From an optimization exercise on the open Yosys and OpenROAD flow, aimed at small area, a short achievable clock period and few clock cycles; shortcuts taken in it are not production practice. In this exercise RTL edits were held to simulation tests only and were not proved equivalent to the original.

==> design/flow/design.v <==
package mslcg_pkg;
	localparam int unsigned STATE_W    = 31;
	localparam int unsigned DIM_W      = 7;
	localparam int unsigned PATHS_W    = 16;
	localparam int unsigned CMD_W      = 2;
	localparam int unsigned JUMP_W     = PATHS_W + DIM_W;
	localparam int unsigned CFG_IDX_W  = 8;
	localparam int unsigned CFG_DATA_W = 31;
	localparam int unsigned CNT_W      = $clog2(STATE_W + 1);
	localparam int unsigned MAX_DIM_DEF = 64;
	localparam logic [STATE_W-1:0] LCG_MOD      = 31'h7FFF_FFFF;
	localparam logic [STATE_W-1:0] LCG_MUL      = 31'd16807;
	localparam int unsigned        LCG_MUL_BITS = 15;
	localparam logic [STATE_W-1:0] LCG_MUL_ALIGNED = LCG_MUL << (STATE_W - LCG_MUL_BITS);
	localparam logic [CNT_W-1:0]   MUL_CNT_STEP = CNT_W'(LCG_MUL_BITS);
	localparam logic [CNT_W-1:0]   MUL_CNT_FULL = CNT_W'(STATE_W);
	localparam logic [CMD_W-1:0] CMD_DRAW  = 2'd0;
	localparam logic [CMD_W-1:0] CMD_RESET = 2'd1;
	localparam logic [CMD_W-1:0] CMD_SKIP  = 2'd2;
	localparam logic [CFG_IDX_W-1:0] REG_SEED = 8'd0;
	localparam logic [CFG_IDX_W-1:0] REG_DIM  = 8'd1;
	typedef enum logic [2:0] {
		S_IDLE,
		S_STEP,
		S_EMIT,
		S_JCHK,
		S_JMUL,
		S_JSQR
	} state_t;
endpackage
module minimal_standard_lcg_stream #(
	parameter int unsigned MAX_DIM = mslcg_pkg::MAX_DIM_DEF
) (
	input  logic                              clk,
	input  logic                              arst_n,
	input  logic                              cfg_valid,
	output logic                              cfg_ready,
	input  logic [mslcg_pkg::CFG_IDX_W-1:0]   cfg_index,
	input  logic [mslcg_pkg::CFG_DATA_W-1:0]  cfg_data,
	input  logic                              req_valid,
	output logic                              req_ready,
	input  logic [mslcg_pkg::CMD_W-1:0]       req_cmd,
	input  logic [mslcg_pkg::PATHS_W-1:0]     req_skip_paths,
	output logic                              rsp_valid,
	input  logic                              rsp_ready,
	output logic [mslcg_pkg::STATE_W-1:0]     rsp_sample,
	output logic                              rsp_last
);
	localparam int unsigned STATE_W = mslcg_pkg::STATE_W;
	localparam int unsigned DIM_W   = mslcg_pkg::DIM_W;
	localparam int unsigned PATHS_W = mslcg_pkg::PATHS_W;
	function automatic logic [6:0] skip_digit(input logic [4:0] k, input logic [2:0] d);
		logic [34:0] c;
		case (k)
			5'd0: c = 35'h0000041a7;
			5'd1: c = 35'h010d63af1;
			5'd2: c = 35'h03ab50c2a;
			5'd3: c = 35'h056e509fe;
			5'd4: c = 35'h043cd3747;
			5'd5: c = 35'h0618fb492;
			5'd6: c = 35'h028d61248;
			5'd7: c = 35'h01eb565b2;
			5'd8: c = 35'h03577f881;
			5'd9: c = 35'h0797dfb3d;
			5'd10: c = 35'h06d735787;
			5'd11: c = 35'h014cde233;
			5'd12: c = 35'h008edb801;
			5'd13: c = 35'h046bae07d;
			5'd14: c = 35'h07d947367;
			5'd15: c = 35'h034525102;
			5'd16: c = 35'h0644d5ac5;
			5'd17: c = 35'h0714a282c;
			5'd18: c = 35'h07c02e174;
			5'd19: c = 35'h02482b172;
			5'd20: c = 35'h04d30e005;
			5'd21: c = 35'h07675a048;
			default: c = '0;
		endcase
		case (d)
			3'd0: skip_digit = c[34:28];
			3'd1: skip_digit = c[27:21];
			3'd2: skip_digit = c[20:14];
			3'd3: skip_digit = c[13:7];
			3'd4: skip_digit = c[6:0];
			default: skip_digit = '0;
		endcase
	endfunction
	function automatic logic [STATE_W-1:0] sanitize(input logic [STATE_W-1:0] s);
		sanitize = (s == '0 || s == mslcg_pkg::LCG_MOD) ? STATE_W'(1) : s;
	endfunction
	function automatic logic [STATE_W-1:0] rotl(input logic [STATE_W-1:0] v, input int unsigned r);
		rotl = (v << r) | (v >> (STATE_W - r));
	endfunction
	function automatic logic [2*STATE_W-1:0] csa(input logic [STATE_W-1:0] a, b, c);
		logic [STATE_W-1:0] cy;
		cy = (a & b) | (a & c) | (b & c);
		csa = {a ^ b ^ c, cy[STATE_W-2:0], cy[STATE_W-1]};
	endfunction
	logic [STATE_W-1:0] x_q, seed_q, acc_q;
	logic [DIM_W-1:0]   n_q;
	logic [5:0]         cnt_q;
	logic               valid_q;
	logic               pend_q;
	logic [1:0]         pcmd_q;
	logic [PATHS_W-1:0] paths_q;
	logic               skip_q;
	logic [5:0]         jacc_q;
	logic [4:0]         kscan_q;
	logic               mul_q;
	logic [4:0]         kidx_q;
	logic [2:0]         step_q;
	logic req_fire, cfg_fire, free, cmd_av, exec, advance;
	logic [1:0] cmd;
	logic [DIM_W-1:0] n_new;
	logic [STATE_W-1:0] cfg_clean;
	assign req_ready  = !pend_q && !skip_q && (!valid_q || cnt_q == '0);
	assign cfg_ready  = !pend_q && !skip_q && !valid_q;
	assign rsp_valid  = valid_q;
	assign rsp_sample = x_q;
	assign rsp_last   = (cnt_q == '0);
	assign req_fire = req_valid && req_ready;
	assign cfg_fire = cfg_valid && cfg_ready;
	assign free     = !valid_q || rsp_ready;
	assign cmd_av   = pend_q || req_fire;
	assign cmd      = pend_q ? pcmd_q : req_cmd;
	assign exec     = cmd_av && free;
	assign advance  = valid_q && rsp_ready && cnt_q != '0;
	assign cfg_clean = sanitize(cfg_data);
	always_comb begin
		if (cfg_data[DIM_W-1:0] == '0) begin
			n_new = DIM_W'(1);
		end else if (cfg_data[DIM_W-1:0] > DIM_W'(MAX_DIM)) begin
			n_new = DIM_W'(MAX_DIM);
		end else begin
			n_new = cfg_data[DIM_W-1:0];
		end
	end
	logic [DIM_W-1:0] jsum;
	logic jbit, scan_done, mul_last, mul_free, mul_start, scan_adv;
	assign jsum      = DIM_W'(jacc_q) + (paths_q[0] ? n_q : '0);
	assign jbit      = jsum[0];
	assign scan_done = (paths_q == '0) && (jacc_q == '0);
	assign mul_last  = mul_q && step_q == 3'd4;
	assign mul_free  = !mul_q || mul_last;
	assign mul_start = skip_q && !scan_done && jbit && mul_free;
	assign scan_adv  = skip_q && !scan_done && (!jbit || mul_free);
	logic [6:0] dig;
	logic [STATE_W-1:0] o0, o1, o2, o3, o4, o5, o6, oa, sum;
	logic [2*STATE_W-1:0] l1a, l1b, l2a, l2b, l3, l4;
	logic [STATE_W:0] cpa;
	always_comb begin
		dig = mul_q ? skip_digit(kidx_q, step_q) : 7'h7f;
		o0 = dig[0] ? x_q : '0;
		o1 = dig[1] ? rotl(x_q, 1) : '0;
		o2 = dig[2] ? rotl(x_q, 2) : '0;
		o3 = dig[5] ? rotl(x_q, 5) : '0;
		o4 = !mul_q ? rotl(x_q, 7)  : (dig[3] ? rotl(x_q, 3) : '0);
		o5 = !mul_q ? rotl(x_q, 8)  : (dig[4] ? rotl(x_q, 4) : '0);
		o6 = !mul_q ? rotl(x_q, 14) : (dig[6] ? rotl(x_q, 6) : '0);
		oa = (mul_q && step_q != '0) ? rotl(acc_q, 7) : '0;
		l1a = csa(o0, o1, o2);
		l1b = csa(o3, o4, o5);
		l2a = csa(l1a[2*STATE_W-1:STATE_W], l1a[STATE_W-1:0], l1b[2*STATE_W-1:STATE_W]);
		l2b = csa(l1b[STATE_W-1:0], o6, oa);
		l3  = csa(l2a[2*STATE_W-1:STATE_W], l2a[STATE_W-1:0], l2b[2*STATE_W-1:STATE_W]);
		l4  = csa(l3[2*STATE_W-1:STATE_W], l3[STATE_W-1:0], l2b[STATE_W-1:0]);
		cpa = {1'b0, l4[2*STATE_W-1:STATE_W]} + {1'b0, l4[STATE_W-1:0]};
		sum = cpa[STATE_W-1:0] + STATE_W'(cpa[STATE_W]);
	end
	always_ff @(posedge clk or negedge arst_n) begin
		if (!arst_n) begin
			x_q     <= STATE_W'(1);
			seed_q  <= STATE_W'(1);
			n_q     <= DIM_W'(1);
			valid_q <= 1'b0;
			pend_q  <= 1'b0;
			skip_q  <= 1'b0;
			mul_q   <= 1'b0;
		end else begin
			if (cfg_fire && cfg_index == mslcg_pkg::REG_SEED) begin
				seed_q <= cfg_clean;
				x_q    <= cfg_clean;
			end else if (cfg_fire && cfg_index == mslcg_pkg::REG_DIM) begin
				n_q <= n_new;
				x_q <= seed_q;
			end else if (exec && cmd == mslcg_pkg::CMD_RESET) begin
				x_q <= seed_q;
			end else if (advance || (exec && cmd == mslcg_pkg::CMD_DRAW) || mul_last) begin
				x_q <= sum;
			end
			if (exec) begin
				valid_q <= (cmd == mslcg_pkg::CMD_DRAW);
			end else if (rsp_ready && cnt_q == '0) begin
				valid_q <= 1'b0;
			end
			if (exec) begin
				pend_q <= 1'b0;
			end else if (req_fire) begin
				pend_q <= 1'b1;
			end
			if (exec && cmd == mslcg_pkg::CMD_SKIP) begin
				skip_q <= 1'b1;
			end else if (scan_done && mul_free) begin
				skip_q <= 1'b0;
			end
			if (mul_start) begin
				mul_q <= 1'b1;
			end else if (mul_last) begin
				mul_q <= 1'b0;
			end
		end
	end
	always_ff @(posedge clk) begin
		acc_q <= sum;
		if (exec && cmd == mslcg_pkg::CMD_DRAW) begin
			cnt_q <= 6'(n_q - DIM_W'(1));
		end else if (advance) begin
			cnt_q <= cnt_q - 6'd1;
		end
		if (req_fire) begin
			pcmd_q <= req_cmd;
		end
		if (req_fire) begin
			paths_q <= req_skip_paths;
		end else if (scan_adv) begin
			paths_q <= paths_q >> 1;
		end
		if (exec && cmd == mslcg_pkg::CMD_SKIP) begin
			jacc_q  <= '0;
			kscan_q <= '0;
		end else if (scan_adv) begin
			jacc_q  <= jsum[DIM_W-1:1];
			kscan_q <= kscan_q + 5'd1;
		end
		if (mul_start) begin
			kidx_q <= kscan_q;
			step_q <= '0;
		end else if (mul_q) begin
			step_q <= step_q + 3'd1;
		end
	end
endmodule
==> design/flow/run.sh <==
#!/bin/bash
# synth_recipe.tcl (not shown) runs the flow's synth.tcl, then flattens the netlist and writes it again
# the make line also repeats each setting of config.mk as NAME=value (left out here)
make -C /OpenROAD-flow-scripts/flow DESIGN_CONFIG=/design/flow/config.mk WORK_HOME=/design/flow/orfs CLKGATE_MAP_FILE= SYNTH_SCRIPT=/design/flow/synth_recipe.tcl finish
==> design/flow/config.mk <==
export PLATFORM = sky130hd
export DESIGN_NAME = minimal_standard_lcg_stream
export DESIGN_NICKNAME = minimal_standard_lcg_stream
export VERILOG_FILES = /design/flow/design.v
export SDC_FILE = /design/flow/constraint.sdc
export NUM_CORES = 4
export LEC_CHECK = 0
export CAP_MARGIN = 20
export CORE_MARGIN = 2
export CORE_UTILIZATION = 40
export SLEW_MARGIN = 20
==> design/flow/constraint.sdc <==
create_clock -name core_clock -period 8.0 [get_ports {clk}]
set_input_delay 1.6000 -clock core_clock [delete_from_list [all_inputs] [get_ports {clk}]]
set_output_delay 1.6000 -clock core_clock [all_outputs]
set_load 0.01 [all_outputs]
==> run notes, run 1 <==
* Instance area at placement at about 18,000 µm²
* Highest net fanout along the worst path at 5
* Iteration-0 DRC Markers at between 1,000 and 1,500
* Cell row count at 73
* Worst reg-to-reg setup slack at about 0.3 ns
* Instance count of the mapped netlist at approximately 1,900
* Slowest cell on crit path: fa_1
* Final WL at a little over 50 mm
* Leading cell types in the layout, fill and taps excluded: nand2_1, fa_1, inv_1, a21oi_1, nor2_1
* Main flop type after synthesis: dfxtp_1
* Final setup violation count at 0
* Origin of the critical flop-to-flop path: step_q[0]
* N_diodes at 0
* Most common cell after layout, fill and taps aside: nand2_1
* Worst clock skew at around 0.018 ns
* Total routing usage reported by global routing at between 20% and 30%
* Detailed placer's ending HPWL at approximately 40 mm
* Highest cell delay on the worst timing path at 0.56 ns
* Synthesized area per cell at 8.783 µm²
* CTS tree: done
* Number of maximum-capacitance constraint violations at 0
* Run status: no timing/DRC/antenna violations
* #FFs+latches synth at ~180
* Clock Root Buffer: clkbuf_16
* Worst setup path start: step_q[0]
* Setup crit start kind: flip-flop
* Endpoint of the worst-slack reg-to-reg timing path: x_q[27]
* Post-synth EDFFs at 29
* Maximum clock insertion buffer count at 2
* Max Freq at around 130 MHz
* Final-layout setup total negative slack at 0 ns
* Global-route wire length before repair at ~80 mm
* Filler Cell Count at ~3,800
* Via-per-instance ratio at between 5 and 6
* Number of library cell types mapped by synthesis at 96
* First-pass DRT Iterations at 8
* Minimum period implied by the final worst setup slack at 7.699 ns
* Hold Path Class: reg2reg
* Kind of cell adding the most delay to the critical path: adder cells
* Aggregate global routing overflow at 0
* Share of the clock period used by the worst path after layout at 96.24%
* Post-route ant nets at 0
* Reg clk slew, reported paths at about 0.070 ns
* Sequential fraction of the synthesis area at roughly a quarter
* Floorplan die area at between 40,000 and 50,000 µm²
* Fraction of registers with async set or reset after synthesis at around 40%
* Final Hold Violating Endpoints at 0
* Count of vias placed by the detailed router at approximately 14,000
* Total core area at between 30,000 and 40,000 µm²
* Nets in the synthesized netlist at about 2,200
* Synth warn at 1
* Final design area excluding fillers at ~19,000 µm²
* Measured slew at the worst slew-check pin at roughly 1 ns
* Endpoint class of the critical path: flip-flop
* Initial antenna violation count at 0
* Number of top-level pins at between 90 and 100
* Synthesis-to-finish area growth at 16.93%
* Final Hold Slack at 0.4594 ns
* Initial Util at between 40% and 50%
* CTS sink cnt at between 150 and 200
* Remaining DRCs at 0
* Routed wire length per instance at 20.70 µm
* Slew Limit Fails at 0
* Start-to-end type of the worst setup path: reg2reg
* Via count of the first global-routing pass at 13,680
* Total clock buffers created by CTS at 17
* Share of final-layout standard cells stronger than drive strength 1 at a little over a tenth
* Crit path required time at around 8.3 ns
* GP Congestion at roughly 0.95
* Die span in x at roughly 200 µm
* Die H at approximately 210 µm
* Port Buffer Count at 96
* WP buf/inv at 4
* Headroom to the max-slew limit at between 30% and 40%
* Number of cells traversed by the worst register-to-register path at 34
* Final Util at a little under half
* Pin count of the biggest net entering global routing at between 70 and 80
* Clock latency on the worst-skew pair at roughly 0.45 ns
* CP most frequent cell: fa_1
* Deepest level of the CTS H-tree at 4
* Critical path endpoint: x_q[27]
* Cell depth of the worst setup path at 34
* Net total in the final layout at between 2,000 and 2,500
* Syn Std Cell Area at between 15,000 and 20,000 µm²
* WP data arrival at ~8 ns
worst reg2reg max path: cells and delay by family, from the launching register on:
kind	cells	cell delay, ns
adders and majority gates	7	2.66
buffers and inverters	4	0.46
and+or+nand+nor	13	2.12
AOI/OAI and AO/OA	10	2.00
DFF	1	0.36
cell usage after synthesis (6+ instances only):
cell type | n | share of area, %
or3_1 | 15 | 0.58
mux2i_1 | 17 | 1.0
fa_1 | 188 | 23
a21o_1 | 36 | 1.7
edfxtp_1 | 29 | 5.4
o22ai_1 | 7 | 0.27
dfxtp_1 | 76 | 9.4
a31oi_1 | 28 | 1.1
nand3_1 | 29 | 0.89
nand4_1 | 22 | 0.85
clkbuf_1 | 78 | 1.8
a21oi_1 | 138 | 4.2
and3_1 | 10 | 0.38
xor2_1 | 26 | 1.4
ha_1 | 57 | 4.4
buf_1 | 23 | 0.53
nand2_1 | 376 | 8.7
nor3_1 | 13 | 0.40
buf_2 | 15 | 0.46
o21ai_1 | 6 | 0.18
nor2_1 | 116 | 2.7
a22oi_1 | 10 | 0.46
nor2b_1 | 35 | 1.3
o21bai_1 | 9 | 0.42
o211ai_1 | 12 | 0.55
nor4_1 | 15 | 0.58
and2_1 | 34 | 1.3
inv_1 | 139 | 3.2
xnor2_1 | 36 | 1.9
dfrtp_1 | 70 | 11
o21ai_0 | 59 | 1.8
nand2b_1 | 15 | 0.58
metrics by stage:
step / cells / worst slack [ns]
6_report: 2469 / 0.3009
4_1_cts: 2454 / 0.03760
3_3_place_gp: 2422 / 0.04786
3_5_place_dp: 2422 / -0.1214
5_1_grt: 2469 / -0.04191
2_1_floorplan: 1851 / 0.1934
per-layer routing:
| metal | routed length, µm | vias to the layer above | track usage, % |
|---|---|---|---|
| li1 | - | 6304 | - |
| met1 | 23660 | 6859 | 35.96 |
| met2 | 22720 | 533 | 37.67 |
| met3 | 3550 | 77 | 3.421 |
| met4 | 1190 | 0 | 6.038 |
| met5 | 0 | - | 0 |
layout make-up:
cell class / count / area [µm²] / area share [%]
clock buffers: 18 / 429.2 / 2.257
clock inverters: 14 / 138.9 / 0.7306
inverters: 141 / 529.3 / 2.784
multi-input cells: 1416 / 11340 / 59.66
flip-flops and latches: 178 / 4228 / 22.24
well taps: 525 / 656.9 / 3.455
repair buffers: 177 / 1688 / 8.879
how the worst min path moves through the flow:
stage | depth (start not counted) | to | startpoint
5_1_grt | 2 | seed_q[0] | seed_q[0]
6_report | 2 | seed_q[29] | seed_q[29]
2_1_floorplan | 2 | seed_q[25] | seed_q[25]
3_3_place_gp | 2 | seed_q[29] | seed_q[29]
4_1_cts | 2 | seed_q[29] | seed_q[29]
3_5_place_dp | 2 | seed_q[29] | seed_q[29]
logic make-up (layout without fill, tap and decap cells):
family	count (synthesis)	after routing	synth area share, %
and+or+nand+nor	708	709	20.09
xor gates and xnor gates	69	69	4.110
AOI/OAI and AO/OA	373	373	14.91
muxes	20	20	1.277
buffers and inverters	258	350	6.095
adders and majority gates	245	245	27.54
DFF	178	178	25.97
timing repair:
action | 4_1_cts | 5_1_grt
endpoints found under the setup margin | 8 | 38
gates resized for setup | 4 | 54
gates cloned | 0 | 3
pin swaps | 2 | 32
hold buffers | 0 | 0
setup buffers | 0 | 14
Testbench counts, summed over its fixed seeds: cycles 9,325.
==> run 2: changes to the inputs <==
--- a/design/flow/design.v
+++ b/design/flow/design.v
@@ -96,6 +96,30 @@
 		cy = (a & b) | (a & c) | (b & c);
 		csa = {a ^ b ^ c, cy[STATE_W-2:0], cy[STATE_W-1]};
 	endfunction
+	function automatic logic [STATE_W-1:0] add_eac(input logic [STATE_W-1:0] a, b);
+		logic [STATE_W-1:0] g, p, gg, pp, gn, pn, c;
+		g = a & b;
+		p = a ^ b;
+		gg = g;
+		pp = p;
+		for (int l = 0; (1 << l) < STATE_W; l++) begin
+			gn = gg;
+			pn = pp;
+			for (int i = 0; i < STATE_W; i++) begin
+				if ((i >> l) & 1) begin
+					gn[i] = gg[i] | (pp[i] & gg[((i >> l) << l) - 1]);
+					pn[i] = pp[i] & pp[((i >> l) << l) - 1];
+				end
+			end
+			gg = gn;
+			pp = pn;
+		end
+		c[0] = gg[STATE_W-1];
+		for (int i = 1; i < STATE_W; i++) begin
+			c[i] = gg[i-1] | (pp[i-1] & gg[STATE_W-1]);
+		end
+		add_eac = p ^ c;
+	endfunction
 	logic [STATE_W-1:0] x_q, seed_q, acc_q;
 	logic [DIM_W-1:0]   n_q;
 	logic [5:0]         cnt_q;
@@ -144,28 +168,35 @@
 	assign mul_free  = !mul_q || mul_last;
 	assign mul_start = skip_q && !scan_done && jbit && mul_free;
 	assign scan_adv  = skip_q && !scan_done && (!jbit || mul_free);
-	logic [6:0] dig;
+	logic [6:0] dig_q, dig_d;
+	logic       acc_en_q;
 	logic [STATE_W-1:0] o0, o1, o2, o3, o4, o5, o6, oa, sum;
 	logic [2*STATE_W-1:0] l1a, l1b, l2a, l2b, l3, l4;
-	logic [STATE_W:0] cpa;
 	always_comb begin
-		dig = mul_q ? skip_digit(kidx_q, step_q) : 7'h7f;
-		o0 = dig[0] ? x_q : '0;
-		o1 = dig[1] ? rotl(x_q, 1) : '0;
-		o2 = dig[2] ? rotl(x_q, 2) : '0;
-		o3 = dig[5] ? rotl(x_q, 5) : '0;
-		o4 = !mul_q ? rotl(x_q, 7)  : (dig[3] ? rotl(x_q, 3) : '0);
-		o5 = !mul_q ? rotl(x_q, 8)  : (dig[4] ? rotl(x_q, 4) : '0);
-		o6 = !mul_q ? rotl(x_q, 14) : (dig[6] ? rotl(x_q, 6) : '0);
-		oa = (mul_q && step_q != '0) ? rotl(acc_q, 7) : '0;
+		if (mul_start) begin
+			dig_d = skip_digit(kscan_q, 3'd0);
+		end else if (mul_q && !mul_last) begin
+			dig_d = skip_digit(kidx_q, step_q + 3'd1);
+		end else begin
+			dig_d = 7'h7f;
+		end
+	end
+	always_comb begin
+		o0 = dig_q[0] ? x_q : '0;
+		o1 = dig_q[1] ? rotl(x_q, 1) : '0;
+		o2 = dig_q[2] ? rotl(x_q, 2) : '0;
+		o3 = dig_q[5] ? rotl(x_q, 5) : '0;
+		o4 = !mul_q ? rotl(x_q, 7)  : (dig_q[3] ? rotl(x_q, 3) : '0);
+		o5 = !mul_q ? rotl(x_q, 8)  : (dig_q[4] ? rotl(x_q, 4) : '0);
+		o6 = !mul_q ? rotl(x_q, 14) : (dig_q[6] ? rotl(x_q, 6) : '0);
+		oa = acc_en_q ? rotl(acc_q, 7) : '0;
 		l1a = csa(o0, o1, o2);
 		l1b = csa(o3, o4, o5);
 		l2a = csa(l1a[2*STATE_W-1:STATE_W], l1a[STATE_W-1:0], l1b[2*STATE_W-1:STATE_W]);
 		l2b = csa(l1b[STATE_W-1:0], o6, oa);
 		l3  = csa(l2a[2*STATE_W-1:STATE_W], l2a[STATE_W-1:0], l2b[2*STATE_W-1:STATE_W]);
 		l4  = csa(l3[2*STATE_W-1:STATE_W], l3[STATE_W-1:0], l2b[STATE_W-1:0]);
-		cpa = {1'b0, l4[2*STATE_W-1:STATE_W]} + {1'b0, l4[STATE_W-1:0]};
-		sum = cpa[STATE_W-1:0] + STATE_W'(cpa[STATE_W]);
+		sum = add_eac(l4[2*STATE_W-1:STATE_W], l4[STATE_W-1:0]);
 	end
 	always_ff @(posedge clk or negedge arst_n) begin
 		if (!arst_n) begin
@@ -176,7 +207,11 @@
 			pend_q  <= 1'b0;
 			skip_q  <= 1'b0;
 			mul_q   <= 1'b0;
+			dig_q    <= 7'h7f;
+			acc_en_q <= 1'b0;
 		end else begin
+			dig_q    <= dig_d;
+			acc_en_q <= mul_q && !mul_last;
 			if (cfg_fire && cfg_index == mslcg_pkg::REG_SEED) begin
 				seed_q <= cfg_clean;
 				x_q    <= cfg_clean;
==> run notes, run 2 <==
* Crit path setup slack, layout at 1.216 ns
* Detailed placer's ending HPWL at a little under 40 mm
* Measured slew at the worst slew-check pin at about 0.90 ns
* Worst slack at placement at between 1 and 1.5 ns
* Deepest level of the CTS H-tree at 4
* Run status: no timing/DRC/antenna violations
* Resized Gates After CTS at 0
* Number of cells traversed by the worst register-to-register path at 21
* Number of top-level pins at 97
* Via count of the first global-routing pass at 13,640
* Post-route ant nets at 0
* Share of final-layout standard cells stronger than drive strength 1 at 4.881%
* Die span in x at 207.1 µm
* CTS tree: done
* Synth warn at 1
* Number of library cell types mapped by synthesis at 80
* Headroom to the max-slew limit at about two fifths
* Share of the clock period used by the worst path after layout at between 80 and 90%
* Main flop type after synthesis: dfxtp_1
* #FFs+latches synth at 189
* Start-to-end type of the worst setup path: reg2reg
* Count of vias placed by the detailed router at 13,450
* Net total in the final layout at 2,183
* Total clock buffers created by CTS at 17
* GP Congestion at 0.9087
* Remaining DRCs at 0
* Clock Root Buffer: clkbuf_16
* Clock latency on the worst-skew pair at 0.46 ns
* Final Hold Violating Endpoints at 0
* Final setup violation count at 0
* Start point of the worst hold path: seed_q[27]
* WHS Path Cells at 2
* Worst clock skew at between 0.015 and 0.02 ns
* Final-layout setup total negative slack at 0 ns
* Port Buffer Count at between 90 and 100
* Initial Util at 40.52%
* Top cell type by total area after synthesis: fa_1
* Pin count of the biggest net entering global routing at 46
* Post-synth EDFFs at 29
* Synthesis-to-finish area growth at 11.69%
* Worst-case hold path end point: seed_q[27]
* N_diodes at 0
* Number of post-CTS setup repair buffers at 0
* Unrepaired setup endpoints after global routing: no
* Cell with the most instances after synthesis: nand2_1
* Sequential fraction of the synthesis area at 27.21%
* Cell row count at 74
* Crit path required time at between 8 and 9 ns
* Quantity of hold-fixing buffers added after cts at 0
* Via-per-instance ratio at about 5.6
* Total core area at 40,740 µm²
* Syn Std Cell Area at around 17,000 µm²
* Endpoint class of the critical path: flip-flop
* Nets in the synthesized netlist at around 2,200
* Instance count of the mapped netlist at around 1,900
* Maximum clock insertion buffer count at 2
* Final WL at about 50 mm
* Slew Limit Fails at 0
* Aggregate global routing overflow at 0
* Initial antenna violation count at 0
* Max Freq at approximately 150 MHz
* Reg clk slew, reported paths at 0.07 ns
* Routed wire length per instance at between 20 and 25 µm
* Number of maximum-capacitance constraint violations at 0
* Total routing usage reported by global routing at a little under a quarter
* Synth top cells by count: nand2_1, fa_1, inv_1
* Filler Cell Count at 4,001
* Fraction of registers with async set or reset after synthesis at 42.86%
* Die H at ~210 µm
* Endpoint of the worst-slack reg-to-reg timing path: x_q[1]
* Iteration-0 DRC Markers at between 1,000 and 1,500
* Worst reg-to-reg setup slack at between 1 and 1.5 ns
* Synth top area share at 22.80%
* Cell types with the largest area share after synthesis: fa_1, dfrtp_1, dfxtp_1
* Leading cell types in the layout, fill and taps excluded: nand2_1, fa_1, inv_1, a21oi_1, nor2_1
* Synthesized area per cell at slightly below 9 µm²
* First-pass DRT Iterations at 6
* Minimum period implied by the final worst setup slack at slightly below 7 ns
* Most common cell after layout, fill and taps aside: nand2_1
* Highest net fanout along the worst path at 19
* Floorplan die area at between 40,000 and 50,000 µm²
* Global-route wire length before repair at between 70 and 80 mm
* Origin of the critical flop-to-flop path: mul_q
* Hold Path Class: reg2reg
* Setup crit start kind: flip-flop
* CTS sink cnt at about 190
* WP data arrival at just over 7 ns
==> run 2: changes by cell type after synthesis, sizes merged, moves of 25 or more <==
cell   previous run  this run
o21ai            66        91
and2             35        75
a21oi           139       108
nand2           376       310
a21o             37        93
inv             140       169
==> run 2: layout make-up <==
| class | count | area (µm²) | area share (%) |
|---|---|---|---|
| well taps | 532 | 665.6 | 3.610 |
| flip-flops and latches | 189 | 4492 | 24.36 |
| repair buffers | 117 | 1116 | 6.054 |
| clock buffers | 17 | 425.4 | 2.307 |
| multi-input cells | 1377 | 10920 | 59.22 |
| clock inverters | 15 | 181.4 | 0.9841 |
| inverters | 170 | 638.1 | 3.461 |
==> run 2: kinds of logic after synthesis <==
family / after synthesis / share of synthesized area, %
buffers and inverters: 289 / 6.784
multiplexers: 32 / 1.978
AO/OA/AOI/OAI: 402 / 15.93
adder cells (fa/ha/maj): 249 / 27.42
flip-flops: 189 / 27.21
XOR/XNOR: 43 / 2.282
AND/OR/NAND/NOR: 651 / 18.40
==> run 2: metrics by stage <==
| step | utilization, % | instance area, µm² | std cells | hold WS (ns) |
|---|---|---|---|---|
| 6_report | 45.25 | 18440 | 2417 | 0.4574 |
| 5_1_grt | 45.25 | 18440 | 2417 | 0.4858 |
| 4_1_cts | 45.25 | 18440 | 2417 | 0.4595 |
| 3_5_place_dp | 43.76 | 17830 | 2385 | 0.4443 |
| 3_3_place_gp | 43.76 | 17830 | 2385 | 0.4375 |
| 2_1_floorplan | - | 16510 | 1855 | 0.4273 |
==> run 2: worst max-delay path by stage <==
stage	from	to	slack, ns	cells after the start
global route	mul_q	x_q[1]	0.86	21
finish	mul_q	x_q[1]	1.22	21
floorplan	mul_q	x_q[1]	1.97	22
CTS	mul_q	x_q[1]	1.28	21
global placement	mul_q	x_q[1]	1.44	21
detailed placement	mul_q	x_q[1]	1.30	21
==> run 2: layer usage <==
layer	part of all wire, %	GRT usage (%)	routed length [µm]	vias to the layer above
met5	0	0	0	-
met4	2.0	5.985	1003	0
met3	6.4	3.078	3199	57
met2	48	40.03	24000	520
met1	43	32.23	21560	6694
li1	-	-	-	6177
==> run 2: critical path, stage by stage, from the launching register on <==
cell,delay [ns]
dfrtp_1,0.59
and2_1,0.56
buf_4,0.38
a21o_1,0.18
fa_1,0.41
inv_1,0.09
fa_1,0.41
fa_1,0.49
inv_1,0.05
fa_1,0.43
ha_1,0.39
a21oi_1,0.18
nand2_1,0.11
a221o_1,0.44
a221o_1,0.42
nor2_4,0.23
inv_2,0.12
fa_1,0.45
xor2_1,0.21
nor2_1,0.07
or3_1,0.30
a31oi_1,0.17
Testbench counts of run 2, summed over its fixed seeds: cycles 9,325.

==> re-timing with driven ports <==
The results above use ideal ports. As a check the final layouts listed here were re-extracted and re-timed, cells and wires unchanged. Step 1 (the two cells are an assumption about what drives the block):
set clk [get_ports {clk}]
set_driving_cell -lib_cell sky130_fd_sc_hd__clkbuf_16 $clk
set_driving_cell -lib_cell sky130_fd_sc_hd__buf_2 [delete_from_list [all_inputs] $clk]
Step 2 adds t to the input delays and takes it off the output delays; t is the mean of the earliest and latest rising clock arrival at the registers after step 1. Input paths then give back, and output paths get back, about the clock's delay inside the block. a / b / c = no drivers / after step 1 / after step 2; a / b = the first two.
| run | shift t [ns] | setup WS [ns] | hold slack, ns | worst setup path at the end | worst register clock-pin slew, ns |
|---|---|---|---|---|---|
| run 1 | 0.493 | 0.301 / 0.301 / 0.301 | 0.459 / 0.459 / 0.459 | register to register | 0.08 / 0.08 |
| run 2 | 0.504 | 1.216 / 1.216 / 1.216 | 0.457 / 0.457 / 0.457 | register to register | 0.08 / 0.08 |
After both steps setup and hold are still met in every run listed.
